What follows belongs to an exercise in optimizing a design on an open flow for small area, a short achievable clock period and few clock cycles; a production flow would make more cautious choices. Function was checked by simulation only, so behaviour that the tests miss may differ from the original.

--- design/flow/run.sh ---
#!/bin/bash
# synth_recipe.tcl (not shown) runs the flow's synth.tcl, then flattens the netlist and writes it again
# the make line also repeats each setting of config.mk as NAME=value (left out here)
make -C /OpenROAD-flow-scripts/flow DESIGN_CONFIG=/design/flow/config.mk WORK_HOME=/design/flow/orfs CLKGATE_MAP_FILE= SYNTH_SCRIPT=/design/flow/synth_recipe.tcl finish
--- design/flow/config.mk ---
export PLATFORM = sky130hd
export DESIGN_NAME = path_fan_tessellator_core
export DESIGN_NICKNAME = path_fan_tessellator_core
export VERILOG_FILES = /design/flow/design.v
export SDC_FILE = /design/flow/constraint.sdc
export NUM_CORES = 4
export LEC_CHECK = 0
export CAP_MARGIN = 20
export CORE_MARGIN = 2
export CORE_UTILIZATION = 40
export PLACE_DENSITY = 0.6
export SLEW_MARGIN = 20
--- design/flow/constraint.sdc ---
create_clock -name core_clock -period 12.0 [get_ports {clock}]
set_input_delay 2.4000 -clock core_clock [delete_from_list [all_inputs] [get_ports {clock}]]
set_output_delay 2.4000 -clock core_clock [all_outputs]
set_load 0.01 [all_outputs]
--- design/flow/design.v ---
package ptf_pkg;
   localparam int COORD_W   = 24;
   localparam int IDX_W     = 16;
   localparam int FRAC_BITS = 8;
   localparam int DEV_W     = 28;
   localparam int DIV_W     = 5;
   typedef enum logic [1:0] {
      CMD_MOVE  = 2'd0,
      CMD_LINE  = 2'd1,
      CMD_CUBIC = 2'd2,
      CMD_CLOSE = 2'd3
   } cmd_type;
   typedef logic signed [COORD_W-1:0] coord_type;
   typedef logic [IDX_W-1:0] idx_type;
   typedef struct packed {
      cmd_type   cmd;
      logic      new_path;
      coord_type p0_x;
      coord_type p0_y;
      coord_type p1_x;
      coord_type p1_y;
      coord_type p2_x;
      coord_type p2_y;
   } req_item_type;
   typedef struct packed {
      logic      vertex_valid;
      idx_type   vertex_index;
      coord_type vertex_x;
      coord_type vertex_y;
      logic      tri_valid;
      idx_type   tri_first;
      idx_type   tri_prev;
      idx_type   tri_curr;
      logic      dropped;
      logic      last;
   } rsp_item_type;
   typedef struct packed {
      logic [1:0] fill;
      logic       head_valid;
   } front_status_type;
   typedef enum logic [3:0] {
      ST_IDLE,
      ST_EMIT,
      ST_DEV1,
      ST_DEV2,
      ST_SEG1,
      ST_SEG2,
      ST_WGT1,
      ST_WGT2,
      ST_MUL,
      ST_PREP,
      ST_DIV,
      ST_PT
   } back_state_type;
endpackage
module ptf_front (
   input  logic             clock,
   input  logic             reset,
   input  logic             req_valid,
   output logic             req_ready,
   input  logic [1:0]       req_type,
   input  logic             req_new_path,
   input  ptf_pkg::coord_type        req_p0_x,
   input  ptf_pkg::coord_type        req_p0_y,
   input  ptf_pkg::coord_type        req_p1_x,
   input  ptf_pkg::coord_type        req_p1_y,
   input  ptf_pkg::coord_type        req_p2_x,
   input  ptf_pkg::coord_type        req_p2_y,
   input  logic             pop,
   output ptf_pkg::req_item_type     head,
   output ptf_pkg::front_status_type status
);
   ptf_pkg::req_item_type q0_ff, q1_ff;
   logic       wr_ptr_ff, wr_ptr_in;
   logic       rd_ptr_ff, rd_ptr_in;
   logic [1:0] fill_ff, fill_in;
   logic       push;
   logic       do_pop;
   ptf_pkg::req_item_type item;
   always_comb begin
      item.cmd      = ptf_pkg::cmd_type'(req_type);
      item.new_path = req_new_path;
      item.p0_x     = req_p0_x;
      item.p0_y     = req_p0_y;
      item.p1_x     = req_p1_x;
      item.p1_y     = req_p1_y;
      item.p2_x     = req_p2_x;
      item.p2_y     = req_p2_y;
   end
   assign req_ready = (fill_ff != 2'd2);
   assign push      = req_valid && req_ready;
   assign do_pop    = pop && (fill_ff != 2'd0);
   always_comb begin
      wr_ptr_in = push ? ~wr_ptr_ff : wr_ptr_ff;
      rd_ptr_in = do_pop ? ~rd_ptr_ff : rd_ptr_ff;
      fill_in   = fill_ff + {1'b0, push} - {1'b0, do_pop};
   end
   always_ff @(posedge clock) begin
      if (reset) begin
         wr_ptr_ff <= 1'b0;
         rd_ptr_ff <= 1'b0;
         fill_ff   <= 2'd0;
      end else begin
         wr_ptr_ff <= wr_ptr_in;
         rd_ptr_ff <= rd_ptr_in;
         fill_ff   <= fill_in;
      end
   end
   always_ff @(posedge clock) begin
      if (push) begin
         if (wr_ptr_ff) q1_ff <= item;
         else           q0_ff <= item;
      end
   end
   assign head              = rd_ptr_ff ? q1_ff : q0_ff;
   assign status.fill       = fill_ff;
   assign status.head_valid = (fill_ff != 2'd0);
endmodule
module ptf_back #(
   parameter int MAX_SEGMENTS = 64,
   parameter int VERTEX_LIMIT = 65536
) (
   input  logic         clock,
   input  logic         reset,
   input  logic         head_valid,
   input  ptf_pkg::req_item_type head,
   output logic         pop,
   output logic         rsp_valid,
   input  logic         rsp_ready,
   output logic         rsp_vertex_valid,
   output ptf_pkg::idx_type      rsp_vertex_index,
   output ptf_pkg::coord_type    rsp_vertex_x,
   output ptf_pkg::coord_type    rsp_vertex_y,
   output logic         rsp_tri_valid,
   output ptf_pkg::idx_type      rsp_tri_first,
   output ptf_pkg::idx_type      rsp_tri_prev,
   output ptf_pkg::idx_type      rsp_tri_curr,
   output logic         rsp_dropped,
   output logic         rsp_last
);
   localparam int SEG_W = $clog2(MAX_SEGMENTS + 1);
   localparam int W_W   = 3 * SEG_W;
   localparam int WK_W  = W_W + 2;
   localparam int ACC_W = W_W + ptf_pkg::COORD_W + 3;
   localparam int CNT_W = $clog2(VERTEX_LIMIT + 1);
   ptf_pkg::back_state_type state_ff, state_in;
   ptf_pkg::req_item_type   cur_ff, cur_in;
   ptf_pkg::rsp_item_type   rsp_ff, rsp_in;
   logic           rsp_valid_ff, rsp_valid_in;
   logic [CNT_W-1:0] cnt_ff, cnt_in;
   logic             first_ok_ff, first_ok_in;
   logic [CNT_W-1:0] first_ff, first_in;
   logic             prev_ok_ff, prev_ok_in;
   logic [CNT_W-1:0] prev_ff, prev_in;
   ptf_pkg::coord_type        pen_x_ff, pen_x_in;
   ptf_pkg::coord_type        pen_y_ff, pen_y_in;
   logic [3:0][ptf_pkg::DEV_W-3:0] dev_ff;
   logic [3:0][ptf_pkg::DEV_W-3:0] dev_in;
   logic [SEG_W-1:0] n_ff, n_in;
   logic [SEG_W-1:0] s_ff, s_in;
   logic [2*SEG_W-1:0] nn_ff, nn_in;
   logic [W_W-1:0]   d_ff, d_in;
   logic [2*SEG_W-1:0] mm_ff, mm_in;
   logic [2*SEG_W-1:0] ss_ff, ss_in;
   logic [3:0][WK_W-1:0] w_ff;
   logic [3:0][WK_W-1:0] w_in;
   logic [1:0]       k_ff, k_in;
   logic signed [ACC_W-1:0] acc_x_ff, acc_x_in;
   logic signed [ACC_W-1:0] acc_y_ff, acc_y_in;
   logic [W_W-1:0]   rem_x_ff, rem_x_in;
   logic [W_W-1:0]   rem_y_ff, rem_y_in;
   logic [ptf_pkg::COORD_W-1:0] low_x_ff, low_x_in;
   logic [ptf_pkg::COORD_W-1:0] low_y_ff, low_y_in;
   logic [ptf_pkg::DIV_W-1:0] div_cnt_ff, div_cnt_in;
   logic             out_free;
   logic             full;
   ptf_pkg::coord_type        pt_x, pt_y;
   ptf_pkg::rsp_item_type     vtx;
   logic [3:0][ptf_pkg::DEV_W-2:0] dt;
   logic [ptf_pkg::DEV_W-1:0] dev_sum;
   logic [ptf_pkg::DEV_W-1:0] dev_sh;
   logic [SEG_W-1:0] m_val;
   ptf_pkg::coord_type        cx, cy;
   logic signed [WK_W+ptf_pkg::COORD_W:0] prod_x, prod_y;
   logic signed [ACC_W-1:0] dvd_x, dvd_y;
   logic [W_W:0]     t_x, t_y;
   logic             ge_x, ge_y;
   assign full = (cnt_ff >= CNT_W'(VERTEX_LIMIT));
   always_comb begin
      pt_x = (state_ff == ptf_pkg::ST_PT) ? ptf_pkg::coord_type'({~low_x_ff[ptf_pkg::COORD_W-1], low_x_ff[ptf_pkg::COORD_W-2:0]})
                                 : cur_ff.p0_x;
      pt_y = (state_ff == ptf_pkg::ST_PT) ? ptf_pkg::coord_type'({~low_y_ff[ptf_pkg::COORD_W-1], low_y_ff[ptf_pkg::COORD_W-2:0]})
                                 : cur_ff.p0_y;
      vtx = '0;
      if (full) begin
         vtx.dropped = 1'b1;
      end else begin
         vtx.vertex_valid = 1'b1;
         vtx.vertex_index = ptf_pkg::IDX_W'(cnt_ff);
         vtx.vertex_x     = pt_x;
         vtx.vertex_y     = pt_y;
         if (prev_ok_ff && first_ok_ff) begin
            vtx.tri_valid = 1'b1;
            vtx.tri_first = ptf_pkg::IDX_W'(first_ff);
            vtx.tri_prev  = ptf_pkg::IDX_W'(prev_ff);
            vtx.tri_curr  = ptf_pkg::IDX_W'(cnt_ff);
         end
      end
   end
   always_comb begin
      dt[0] = ((ptf_pkg::DEV_W-1)'(cur_ff.p0_x) <<< 1) - (ptf_pkg::DEV_W-1)'(pen_x_ff) - (ptf_pkg::DEV_W-1)'(cur_ff.p2_x);
      dt[1] = ((ptf_pkg::DEV_W-1)'(cur_ff.p0_y) <<< 1) - (ptf_pkg::DEV_W-1)'(pen_y_ff) - (ptf_pkg::DEV_W-1)'(cur_ff.p2_y);
      dt[2] = ((ptf_pkg::DEV_W-1)'(cur_ff.p1_x) <<< 1) - (ptf_pkg::DEV_W-1)'(pen_x_ff) - (ptf_pkg::DEV_W-1)'(cur_ff.p2_x);
      dt[3] = ((ptf_pkg::DEV_W-1)'(cur_ff.p1_y) <<< 1) - (ptf_pkg::DEV_W-1)'(pen_y_ff) - (ptf_pkg::DEV_W-1)'(cur_ff.p2_y);
      dev_sum = ptf_pkg::DEV_W'(dev_ff[0]) + ptf_pkg::DEV_W'(dev_ff[1]) + ptf_pkg::DEV_W'(dev_ff[2]) + ptf_pkg::DEV_W'(dev_ff[3]);
      dev_sh  = dev_sum >> (ptf_pkg::FRAC_BITS - 2);
      m_val   = n_ff - s_ff;
      unique case (k_ff)
         2'd0: begin cx = pen_x_ff;    cy = pen_y_ff;    end
         2'd1: begin cx = cur_ff.p0_x; cy = cur_ff.p0_y; end
         2'd2: begin cx = cur_ff.p1_x; cy = cur_ff.p1_y; end
         default: begin cx = cur_ff.p2_x; cy = cur_ff.p2_y; end
      endcase
      prod_x = $signed({1'b0, w_ff[k_ff]}) * cx;
      prod_y = $signed({1'b0, w_ff[k_ff]}) * cy;
      dvd_x = acc_x_ff + ACC_W'(d_ff >> 1) + (ACC_W'(d_ff) << (ptf_pkg::COORD_W - 1));
      dvd_y = acc_y_ff + ACC_W'(d_ff >> 1) + (ACC_W'(d_ff) << (ptf_pkg::COORD_W - 1));
      t_x   = {rem_x_ff, low_x_ff[ptf_pkg::COORD_W-1]};
      t_y   = {rem_y_ff, low_y_ff[ptf_pkg::COORD_W-1]};
      ge_x  = (t_x >= {1'b0, d_ff});
      ge_y  = (t_y >= {1'b0, d_ff});
   end
   always_comb begin
      state_in    = state_ff;
      cur_in      = cur_ff;
      rsp_in      = rsp_ff;
      cnt_in      = cnt_ff;
      first_ok_in = first_ok_ff;
      first_in    = first_ff;
      prev_ok_in  = prev_ok_ff;
      prev_in     = prev_ff;
      pen_x_in    = pen_x_ff;
      pen_y_in    = pen_y_ff;
      dev_in      = dev_ff;
      n_in        = n_ff;
      s_in        = s_ff;
      nn_in       = nn_ff;
      d_in        = d_ff;
      mm_in       = mm_ff;
      ss_in       = ss_ff;
      w_in        = w_ff;
      k_in        = k_ff;
      acc_x_in    = acc_x_ff;
      acc_y_in    = acc_y_ff;
      rem_x_in    = rem_x_ff;
      rem_y_in    = rem_y_ff;
      low_x_in    = low_x_ff;
      low_y_in    = low_y_ff;
      div_cnt_in  = div_cnt_ff;
      pop         = 1'b0;
      out_free    = !rsp_valid_ff || rsp_ready;
      rsp_valid_in = rsp_valid_ff && !rsp_ready;
      unique case (state_ff)
         ptf_pkg::ST_IDLE: begin
            if (head_valid) begin
               pop    = 1'b1;
               cur_in = head;
               if (head.new_path) begin
                  first_ok_in = 1'b0;
                  prev_ok_in  = 1'b0;
                  pen_x_in    = '0;
                  pen_y_in    = '0;
               end
               state_in = (head.cmd == ptf_pkg::CMD_CUBIC) ? ptf_pkg::ST_DEV1 : ptf_pkg::ST_EMIT;
            end
         end
         ptf_pkg::ST_EMIT: begin
            if (out_free) begin
               rsp_valid_in = 1'b1;
               state_in     = ptf_pkg::ST_IDLE;
               unique case (cur_ff.cmd)
                  ptf_pkg::CMD_MOVE: begin
                     rsp_in = '0;
                     if (full) begin
                        rsp_in.dropped = 1'b1;
                        first_ok_in    = 1'b0;
                     end else begin
                        rsp_in.vertex_valid = 1'b1;
                        rsp_in.vertex_index = ptf_pkg::IDX_W'(cnt_ff);
                        rsp_in.vertex_x     = cur_ff.p0_x;
                        rsp_in.vertex_y     = cur_ff.p0_y;
                        first_ok_in         = 1'b1;
                        first_in            = cnt_ff;
                        cnt_in              = cnt_ff + 1'b1;
                     end
                     prev_ok_in = 1'b0;
                     pen_x_in   = cur_ff.p0_x;
                     pen_y_in   = cur_ff.p0_y;
                  end
                  ptf_pkg::CMD_LINE: begin
                     rsp_in = vtx;
                     if (!full) begin
                        prev_ok_in = 1'b1;
                        prev_in    = cnt_ff;
                        cnt_in     = cnt_ff + 1'b1;
                        pen_x_in   = cur_ff.p0_x;
                        pen_y_in   = cur_ff.p0_y;
                     end
                  end
                  default: begin
                     rsp_in = '0;
                     if (prev_ok_ff && first_ok_ff && (prev_ff != first_ff)) begin
                        rsp_in.tri_valid = 1'b1;
                        rsp_in.tri_first = ptf_pkg::IDX_W'(first_ff);
                        rsp_in.tri_prev  = ptf_pkg::IDX_W'(prev_ff);
                        rsp_in.tri_curr  = ptf_pkg::IDX_W'(first_ff);
                     end
                     prev_ok_in = 1'b0;
                  end
               endcase
               rsp_in.last = 1'b1;
            end
         end
         ptf_pkg::ST_DEV1: begin
            for (int i = 0; i < 4; i++) begin
               dev_in[i] = dt[i][ptf_pkg::DEV_W-2] ? (ptf_pkg::DEV_W-2)'(-dt[i]) : (ptf_pkg::DEV_W-2)'(dt[i]);
            end
            state_in = ptf_pkg::ST_DEV2;
         end
         ptf_pkg::ST_DEV2: begin
            priority if (dev_sh >= ptf_pkg::DEV_W'(MAX_SEGMENTS)) begin
               n_in = SEG_W'(MAX_SEGMENTS);
            end else if (dev_sh == '0) begin
               n_in = SEG_W'(2);
            end else begin
               n_in = SEG_W'(dev_sh) + 1'b1;
            end
            state_in = ptf_pkg::ST_SEG1;
         end
         ptf_pkg::ST_SEG1: begin
            nn_in    = n_ff * n_ff;
            state_in = ptf_pkg::ST_SEG2;
         end
         ptf_pkg::ST_SEG2: begin
            d_in     = W_W'(nn_ff * n_ff);
            s_in     = SEG_W'(1);
            state_in = ptf_pkg::ST_WGT1;
         end
         ptf_pkg::ST_WGT1: begin
            mm_in    = m_val * m_val;
            ss_in    = s_ff * s_ff;
            state_in = ptf_pkg::ST_WGT2;
         end
         ptf_pkg::ST_WGT2: begin
            w_in[0]  = WK_W'(mm_ff * m_val);
            w_in[1]  = (WK_W'(mm_ff * s_ff) << 1) + WK_W'(mm_ff * s_ff);
            w_in[2]  = (WK_W'(ss_ff * m_val) << 1) + WK_W'(ss_ff * m_val);
            w_in[3]  = WK_W'(ss_ff * s_ff);
            k_in     = 2'd0;
            state_in = ptf_pkg::ST_MUL;
         end
         ptf_pkg::ST_MUL: begin
            acc_x_in = ((k_ff == 2'd0) ? ACC_W'(0) : acc_x_ff) + ACC_W'(prod_x);
            acc_y_in = ((k_ff == 2'd0) ? ACC_W'(0) : acc_y_ff) + ACC_W'(prod_y);
            k_in     = k_ff + 1'b1;
            if (k_ff == 2'd3) begin
               state_in = ptf_pkg::ST_PREP;
            end
         end
         ptf_pkg::ST_PREP: begin
            rem_x_in   = dvd_x[W_W+ptf_pkg::COORD_W-1:ptf_pkg::COORD_W];
            rem_y_in   = dvd_y[W_W+ptf_pkg::COORD_W-1:ptf_pkg::COORD_W];
            low_x_in   = dvd_x[ptf_pkg::COORD_W-1:0];
            low_y_in   = dvd_y[ptf_pkg::COORD_W-1:0];
            div_cnt_in = '0;
            state_in   = ptf_pkg::ST_DIV;
         end
         ptf_pkg::ST_DIV: begin
            rem_x_in   = ge_x ? W_W'(t_x - {1'b0, d_ff}) : W_W'(t_x);
            rem_y_in   = ge_y ? W_W'(t_y - {1'b0, d_ff}) : W_W'(t_y);
            low_x_in   = {low_x_ff[ptf_pkg::COORD_W-2:0], ge_x};
            low_y_in   = {low_y_ff[ptf_pkg::COORD_W-2:0], ge_y};
            div_cnt_in = div_cnt_ff + 1'b1;
            if (div_cnt_ff == ptf_pkg::DIV_W'(ptf_pkg::COORD_W - 1)) begin
               state_in = ptf_pkg::ST_PT;
            end
         end
         ptf_pkg::ST_PT: begin
            if (out_free) begin
               rsp_valid_in = 1'b1;
               rsp_in       = vtx;
               rsp_in.last  = full || (s_ff == n_ff);
               if (!full) begin
                  prev_ok_in = 1'b1;
                  prev_in    = cnt_ff;
                  cnt_in     = cnt_ff + 1'b1;
               end
               if (full || (s_ff == n_ff)) begin
                  pen_x_in = cur_ff.p2_x;
                  pen_y_in = cur_ff.p2_y;
                  state_in = ptf_pkg::ST_IDLE;
               end else begin
                  s_in     = s_ff + 1'b1;
                  state_in = ptf_pkg::ST_WGT1;
               end
            end
         end
         default: begin
            state_in = ptf_pkg::ST_IDLE;
         end
      endcase
   end
   always_ff @(posedge clock) begin
      if (reset) begin
         state_ff     <= ptf_pkg::ST_IDLE;
         rsp_valid_ff <= 1'b0;
         cnt_ff       <= '0;
         first_ok_ff  <= 1'b0;
         prev_ok_ff   <= 1'b0;
         pen_x_ff     <= '0;
         pen_y_ff     <= '0;
      end else begin
         state_ff     <= state_in;
         rsp_valid_ff <= rsp_valid_in;
         cnt_ff       <= cnt_in;
         first_ok_ff  <= first_ok_in;
         prev_ok_ff   <= prev_ok_in;
         pen_x_ff     <= pen_x_in;
         pen_y_ff     <= pen_y_in;
      end
   end
   always_ff @(posedge clock) begin
      cur_ff     <= cur_in;
      rsp_ff     <= rsp_in;
      first_ff   <= first_in;
      prev_ff    <= prev_in;
      dev_ff     <= dev_in;
      n_ff       <= n_in;
      s_ff       <= s_in;
      nn_ff      <= nn_in;
      d_ff       <= d_in;
      mm_ff      <= mm_in;
      ss_ff      <= ss_in;
      w_ff       <= w_in;
      k_ff       <= k_in;
      acc_x_ff   <= acc_x_in;
      acc_y_ff   <= acc_y_in;
      rem_x_ff   <= rem_x_in;
      rem_y_ff   <= rem_y_in;
      low_x_ff   <= low_x_in;
      low_y_ff   <= low_y_in;
      div_cnt_ff <= div_cnt_in;
   end
   assign rsp_valid        = rsp_valid_ff;
   assign rsp_vertex_valid = rsp_ff.vertex_valid;
   assign rsp_vertex_index = rsp_ff.vertex_index;
   assign rsp_vertex_x     = rsp_ff.vertex_x;
   assign rsp_vertex_y     = rsp_ff.vertex_y;
   assign rsp_tri_valid    = rsp_ff.tri_valid;
   assign rsp_tri_first    = rsp_ff.tri_first;
   assign rsp_tri_prev     = rsp_ff.tri_prev;
   assign rsp_tri_curr     = rsp_ff.tri_curr;
   assign rsp_dropped      = rsp_ff.dropped;
   assign rsp_last         = rsp_ff.last;
endmodule
module path_fan_tessellator_core #(
   parameter int MAX_SEGMENTS = 64,
   parameter int VERTEX_LIMIT = 65536
) (
   input  logic      clock,
   input  logic      reset,
   input  logic         req_valid,
   output logic         req_ready,
   input  logic [1:0]   req_type,
   input  logic         req_new_path,
   input  logic [23:0]  req_p0_x,
   input  logic [23:0]  req_p0_y,
   input  logic [23:0]  req_p1_x,
   input  logic [23:0]  req_p1_y,
   input  logic [23:0]  req_p2_x,
   input  logic [23:0]  req_p2_y,
   output logic         rsp_valid,
   input  logic         rsp_ready,
   output logic         rsp_vertex_valid,
   output logic [15:0]  rsp_vertex_index,
   output logic [23:0]  rsp_vertex_x,
   output logic [23:0]  rsp_vertex_y,
   output logic         rsp_tri_valid,
   output logic [15:0]  rsp_tri_first,
   output logic [15:0]  rsp_tri_prev,
   output logic [15:0]  rsp_tri_curr,
   output logic         rsp_dropped,
   output logic         rsp_last
);
   ptf_pkg::req_item_type     head;
   ptf_pkg::front_status_type front_status;
   logic             pop;
   ptf_front u_front (
      .clock  (clock),
      .reset  (reset),
      .req_valid    (req_valid),
      .req_ready    (req_ready),
      .req_type     (req_type),
      .req_new_path (req_new_path),
      .req_p0_x     (req_p0_x),
      .req_p0_y     (req_p0_y),
      .req_p1_x     (req_p1_x),
      .req_p1_y     (req_p1_y),
      .req_p2_x     (req_p2_x),
      .req_p2_y     (req_p2_y),
      .pop    (pop),
      .head   (head),
      .status (front_status)
   );
   ptf_back #(
      .MAX_SEGMENTS (MAX_SEGMENTS),
      .VERTEX_LIMIT (VERTEX_LIMIT)
   ) u_back (
      .clock      (clock),
      .reset      (reset),
      .head_valid (front_status.head_valid),
      .head       (head),
      .pop        (pop),
      .rsp_valid        (rsp_valid),
      .rsp_ready        (rsp_ready),
      .rsp_vertex_valid (rsp_vertex_valid),
      .rsp_vertex_index (rsp_vertex_index),
      .rsp_vertex_x     (rsp_vertex_x),
      .rsp_vertex_y     (rsp_vertex_y),
      .rsp_tri_valid    (rsp_tri_valid),
      .rsp_tri_first    (rsp_tri_first),
      .rsp_tri_prev     (rsp_tri_prev),
      .rsp_tri_curr     (rsp_tri_curr),
      .rsp_dropped      (rsp_dropped),
      .rsp_last         (rsp_last)
   );
endmodule
==> reports/metrics.csv <==
metric,value,unit
core_area,291000,µm²
routed_wl,397,mm
yosys-top-cells-area,"edfxtp_1 (27%), fa_1 (25%), ha_1 (10%)",
drt_iter0_drc,7585,
yosysUniqueCellTypes,104,
required,12560,ps
die-area,297000,µm²
grt_pass1_vias,90200,
yosysMostFrequentCell,inv_1,
dp_hpwl,313,mm
clkSlewWorstSetupHoldPaths,60,ps
avgSynthCellArea,10.1,µm²
use_met1,34.6,%
maxCapViolations,0,
h-tree-depth,4,
drc,0,
grt_usage,26.9,%
fillers,27700,
gp_congestion,0.988,
holdBufCountCts,0,
wl_per_cell,25.2,µm
setup_viol,0,
finalClockSkew,70.1,ps
arrival,11060,ps
cpPeakStageDelay,850,ps
final_cells,15800,
antenna_found_initial,48,
io_pins,269,
holdCritPathClass,reg2reg,
cts_tree,done,
nets,14400,
crit_path_start_kind,register,
setup_tns,0,ps
layout_setup_ws,1510,ps
place_ws,1690,ps
syn-cell-area,117000,µm²
path_common_cell,fa_1,
syn2layout_area_growth,10.5,%
drive_gt1_share,6.39,%
fmax,95.3,MHz
grt_use_met2,42.5,%
crit_slowest_cell,mux2i_2,
via_count,87200,
netlist.area_leader.share,26.8,%
synth_warnings,2,
placed_cells,15500,
cts_root_buffer,clkbuf_16,
synth.cells.most_frequent,"inv_1 (1904), fa_1 (1459), nand2_1 (1048), edfxtp_1 (1043), nor2_1 (1035)",
maxSlewHeadroom,17.9,%
fin_area,129000,µm²
status,no timing/DRC/antenna violations,
hold_viol,0,
overflow,0,
placementRows,198,
multi_input_area,75700,µm²
numCtsBuffers,141,
grt_start_max_net_pins,132,
clock_path_buffers,4,
ys.flop_type,edfxtp_1,
grt_util_met3,5.34,%
seqCellArea,32800,µm²
criticalPathCategory,reg2reg,
viasPerCell,5.52,
rsz0062_at_grt,no,
initial_core_util,40.2,%
clock-sinks,1119,
placed_area,125000,µm²
synth-edff-count,1043,
ant_nets,0,
top_usage_layer,met2,
clock_latency,860,ps
fin_crit_sh,87.4,%
fin_util,44.4,%
die_w,545,µm
hold_ws,506,ps
drt_pass1_iterations,8,
die_h,545,µm
min_period,10490,ps
async_flop_share,0,%
cp_max_fo,57,
synth-seq-cells,1119,
post_cts_buffers,0,
syn_inst,11600,
endpoint_kind,register,
synth_seq_area_share,28.1,%
grt_pass1_wl,589,mm
yosys.area.top_type,edfxtp_1,
tightest_slew,1220,ps
numPortBuffers,268,
drv_slew,0,
cts_resized,0,
==> registers in the layout (all words and copies together), names as in the netlist, 24 cells and up <==
register,cells
u_back.rsp_ff,116
u_back.low_x_ff,24
u_back.low_y_ff,24
u_front.q1_ff,147
u_front.q0_ff,147
u_back.acc_x_ff,45
u_back.dev_ff,104
u_back.w_ff,88
u_back.pen_y_ff,24
u_back.acc_y_ff,45
u_back.cur_ff,146
u_back.pen_x_ff,24
==> logic make-up (layout without fill, tap and decap cells) <==
kind of cell	Yosys count	count (layout)	share of synthesized area [%]
DFF	1119	1119	28.1
adders and majority gates	2431	2431	35.4
and+or+nand+nor	3146	3146	12.3
other	2	35	0.00643
muxes	231	231	2.17
AOI/OAI and AO/OA	1734	1734	9.90
buffers and inverters	2358	2597	7.59
xor gates and xnor gates	609	609	4.56
==> final timing paths <==
path | from | cells after the start | slack [ps] | end
min reg2reg | u_back.cnt_ff[16]$_SDFFE_PP0P_ | 2 | 510 | u_back.cnt_ff[16]$_SDFFE_PP0P_
min | u_back.cnt_ff[16]$_SDFFE_PP0P_ | 2 | 510 | u_back.cnt_ff[16]$_SDFFE_PP0P_
max | u_back.k_ff[1]$_SDFFCE_PN0P_ | 28 | 1510 | u_back.acc_y_ff[44]$_DFFE_PP_
max reg2reg | u_back.k_ff[1]$_SDFFCE_PN0P_ | 28 | 1510 | u_back.acc_y_ff[44]$_DFFE_PP_
==> per-layer routing <==
layer | vias to the layer above | part of all wire (%) | routed length, µm
li1 | 38500 | - | -
met1 | 44100 | 40 | 159000
met2 | 3591 | 45 | 178000
met3 | 951 | 8.2 | 32600
met4 | 32 | 6.8 | 26900
met5 | - | 0.051 | 204
==> layout by cell type (no fill, tap or decap), types with 91 or more instances in the layout <==
cell / n
nor2_1: 1030
nand2b_1: 104
xor2_1: 230
buf_4: 176
o21ai_0: 237
xnor2_1: 374
clkbuf_16: 144
fa_1: 1459
a21oi_1: 472
a211oi_1: 100
nor3_1: 95
ha_1: 967
a21o_1: 202
clkdlybuf4s50_1: 267
mux2_2: 180
inv_1: 1902
and2_1: 282
nand2_1: 1047
o21a_1: 97
nand3_1: 91
nor2b_1: 208
edfxtp_1: 1043
==> area by class of cell <==
| type | instances | share of cell area [%] |
|---|---|---|
| multi-input cells | 8172 | 58.6 |
| clock inverters | 66 | 0.500 |
| inverters | 1907 | 5.54 |
| diodes | 14 | 0.0271 |
| flip-flops and latches | 1119 | 25.4 |
| repair buffers | 450 | 3.18 |
| well taps | 3900 | 3.78 |
| clock buffers | 174 | 2.95 |
==> worst max-delay path: cells and delay by family (launching register included) <==
| family | cells | cell delay, ps |
|---|---|---|
| AOI/OAI and AO/OA | 10 | 3080 |
| buffers and inverters | 5 | 1150 |
| and+or+nand+nor | 2 | 340 |
| xor gates and xnor gates | 1 | 70 |
| DFF | 1 | 470 |
| adders and majority gates | 9 | 4230 |
| muxes | 1 | 850 |
Testbench counts, summed over its fixed seeds: cycles 628,055.

separate check: timing with driven ports:
No port has a modelled driver above. Below, the same layout with a new extraction and two added sets of constraints. Step 1 (the two cells are an assumption about what drives the block):
set clk [get_ports {clock}]
set_driving_cell -lib_cell sky130_fd_sc_hd__clkbuf_16 $clk
set_driving_cell -lib_cell sky130_fd_sc_hd__buf_2 [delete_from_list [all_inputs] $clk]
Step 2 moves the port delays by t, midway between the first and last clock arrival at a register: inputs arrive t later, outputs are due t later. That takes back most of the time a late clock gives input paths. a / b / c = ideal ports / drivers / drivers and shift; a / b = the first two.
shift t [ns]: 0.916
slack for setup (ns): 1.507 / 1.507 / 1.507
hold WS [ns]: 0.506 / 0.506 / 0.506
worst setup path at the end: register to register
After both steps setup and hold are still met in this run. The setup slack of this run moves by 0.000 ns with the drivers and by 0.000 ns with both steps.
